From an optimization exercise on the open Yosys and OpenROAD flow, aimed at a short achievable clock period and few clock cycles; shortcuts taken in it are not production practice. Only simulation tests tie the RTL to the original design; equivalence was not proved. Power figures rest on the tool's default switching activity, not on a simulated workload.

## cpuCore
module cpuCore (
	input wire logic clk,
	input wire logic reset,
	input wire logic icacheReady,
	input wire logic [31:0] icacheInstr,
	output logic [11:0] icacheAddress,
	output logic icacheRequest,
	input wire logic dcacheReady,
	input wire logic [31:0] dcacheReadData,
	output logic [11:0] dcacheAddress,
	output logic dcacheRead,
	output logic dcacheWrite,
	output logic [31:0] dcacheWriteData
);
Size: roughly 15,000 cells after synthesis, roughly 160,000 um^2 of cells after synthesis.
Settings: LEC_CHECK=0, ABC_CLOCK_PERIOD_IN_PS=3000, CAP_MARGIN=20, CORE_MARGIN=2, CORE_UTILIZATION=30, PLACE_DENSITY=0.45, SETUP_SLACK_MARGIN=5, SLEW_MARGIN=20, SYNTH_MEMORY_MAX_BITS=65536, TNS_END_PERCENT=100; clock period 12.5 ns.
standard.sh (not shown) runs the stock make flow with config.mk's settings and CLKGATE_MAP_FILE= SYNTH_SCRIPT=/design/flow/synth_recipe.tcl, a recipe that flattens the netlist after the stock synthesis.
==> flow/flow/run.sh <==
#!/bin/bash
# Standard synthesis and layout. Timing repair aims at a 5.2 ns path instead
# of the 12.5 ns clock: the design's floor is the reset to icacheRequest path
# (2.5 ns input delay + 2.5 ns output delay + its buffers).
set -euo pipefail
bash standard.sh synth > synth.log 2>&1
bash standard.sh finish SETUP_SLACK_MARGIN=7.3 > layout.log 2>&1
Testbench counts at the start, summed over its fixed seeds: cycles 8,907.
Next try:
--- a/flow/design.v
+++ b/flow/design.v
@@ -1608,17 +1608,17 @@
 	logic [4:0] xRd;
 	logic xAluWr;  
 	logic xIsMul;  
 	logic xIsLd;
 	logic xIsSt;
 	logic xSub, xAdd, xXor, xOr, xAnd, xSll, xSrl, xSra, xSle;
 	logic [31:0] xA, xB, xS;
-	logic xARx, xARm, xALd;
-	logic xBRx, xBRm, xBLd;
-	logic xSRx, xSRm, xSLd;
+	logic xARx, xARm;
+	logic xBRx, xBRm;
+	logic xSRx, xSRm;
 	logic rxValidQ;
 	wire rxValid = rxValidQ && !rstQ;
 	logic [4:0] rxRd;
 	logic [31:0] rxVal;
 	logic s2ValidQ;
 	wire s2Valid = s2ValidQ && !rstQ;
 	logic [4:0] s2Rd;
@@ -1683,21 +1683,23 @@
 			(ldPend && !dcacheReady && !ldKill && ldRd == r));
 	endfunction
 	function automatic logic matchMulX(input logic [4:0] r);
 		matchMulX = r != 5'd0 && xValid && xIsMul && xRd == r;
 	endfunction
 	wire mulHaz = (dUseA && matchMulX(dRa)) || (dUseB && matchMulX(dRb)) ||
 		(dUseS && matchMulX(dRb)) || (dWr && matchMulX(dRd));
-	wire dStall = xStall || mulHaz;
+	wire ldHaz = (dUseA && matchLd(dRa)) || (dUseB && matchLd(dRb)) ||
+		(dUseS && matchLd(dRb));
+	wire dStall = xStall || mulHaz || ldHaz;
 	assign dIssue = dValid && (dNop || !dStall);
 	wire dToX = dIssue && !dNop;
-	wire [31:0] opA = xARx ? rxVal : xARm ? rmVal : xALd ? dcacheReadData : xA;
-	wire [31:0] opB = xBRx ? rxVal : xBRm ? rmVal : xBLd ? dcacheReadData : xB;
-	wire [31:0] opS = xSRx ? rxVal : xSRm ? rmVal : xSLd ? dcacheReadData : xS;
-	wire xWait = ((xIsLd || xIsSt) && ldPend) || xALd || xBLd || xSLd;
+	wire [31:0] opA = xARx ? rxVal : xARm ? rmVal : xA;
+	wire [31:0] opB = xBRx ? rxVal : xBRm ? rmVal : xB;
+	wire [31:0] opS = xSRx ? rxVal : xSRm ? rmVal : xS;
+	wire xWait = (xIsLd || xIsSt) && ldPend;
 	assign xStall = xValid && xWait && !dcacheReady;
 	assign xDone = xValid && !xStall;
 	wire [31:0] sum = opA + (xSub ? ~opB : opB) + {31'd0, xSub};
 	wire [4:0] shamt = opB[4:0];
 	wire [31:0] aluRes =
 		({32{xAdd | xSub}} & sum) |
 		({32{xXor}} & (opA ^ opB)) |
@@ -1723,46 +1725,36 @@
 			xSll <= dOp == 8'h07 || dIsSlli;
 			xSra <= dOp == 8'h08;
 			xSrl <= dOp == 8'h09;
 			xSle <= dOp == 8'h0A;
 			xA <= dAv;
 			xARx <= matchRx(dRa);
 			xARm <= matchRm(dRa);
-			xALd <= matchLd(dRa);
 			if (dUseB) begin
 				xB <= dBv;
 				xBRx <= matchRx(dRb);
 				xBRm <= matchRm(dRb);
-				xBLd <= matchLd(dRb);
 			end else begin
 				xB <= dIsSlli ? {27'd0, dSh} : dImm;
 				xBRx <= 1'b0;
 				xBRm <= 1'b0;
-				xBLd <= 1'b0;
 			end
 			xS <= dBv;
 			xSRx <= dUseS && matchRx(dRb);
 			xSRm <= dUseS && matchRm(dRb);
-			xSLd <= dUseS && matchLd(dRb);
 		end else if (xStall) begin
-			if (!xALd) begin
-				xA <= opA;
-				xARx <= 1'b0;
-				xARm <= 1'b0;
-			end
-			if (!xBLd) begin
-				xB <= opB;
-				xBRx <= 1'b0;
-				xBRm <= 1'b0;
-			end
-			if (!xSLd) begin
-				xS <= opS;
-				xSRx <= 1'b0;
-				xSRm <= 1'b0;
-			end
+			xA <= opA;
+			xARx <= 1'b0;
+			xARm <= 1'b0;
+			xB <= opB;
+			xBRx <= 1'b0;
+			xBRm <= 1'b0;
+			xS <= opS;
+			xSRx <= 1'b0;
+			xSRm <= 1'b0;
 		end
 	end
 	always_ff @(posedge clk) begin
 		rxValidQ <= xDone && xAluWr;
 		rxRd <= xRd;
 		rxVal <= aluRes;
 	end
Outcome: The changed run ran to the end with no violations; power fell by 9.9%; via count is lower by 3.4%; setup slack is better by 0.15 ns; clock-buffer cell count increases by 11; clock skew went up by 0.062 ns; register-to-register slack stays flat; cell area goes down by 3.2%; die area hardly moves.
Testbench counts after the change, summed over its fixed seeds: cycles 9,094.

==> what the ideal ports hide <==
The results above use ideal ports. As a check the final layouts listed here were re-extracted and re-timed, cells and wires unchanged.
Step 1, drivers: a clkbuf_16 drives clk and a buf_2 each remaining input, both assumed.
Step 2 also shifts input and output timing later by t, the mid clock arrival at the registers, as if the neighbouring blocks saw the same clock.
Three values: no drivers, after step 1, after step 2; two values: the first two.
run	shift t [ns]	slack for setup (ns)	worst hold slack (ns)	worst setup path at the end	clock arrival spread, ns
the first run	1.099	7.122 / 7.050 / 5.951	0.453 / 0.453 / 0.453	input to register	0.063 / 0.064
the second run	1.075	7.271 / 7.247 / 6.371	0.465 / 0.465 / 0.465	input to register	0.121 / 0.121
After both steps every run listed still meets setup and hold. For the first run, which loses most, drivers alone change the setup slack by -0.072 ns; drivers and shift together by -1.171 ns.
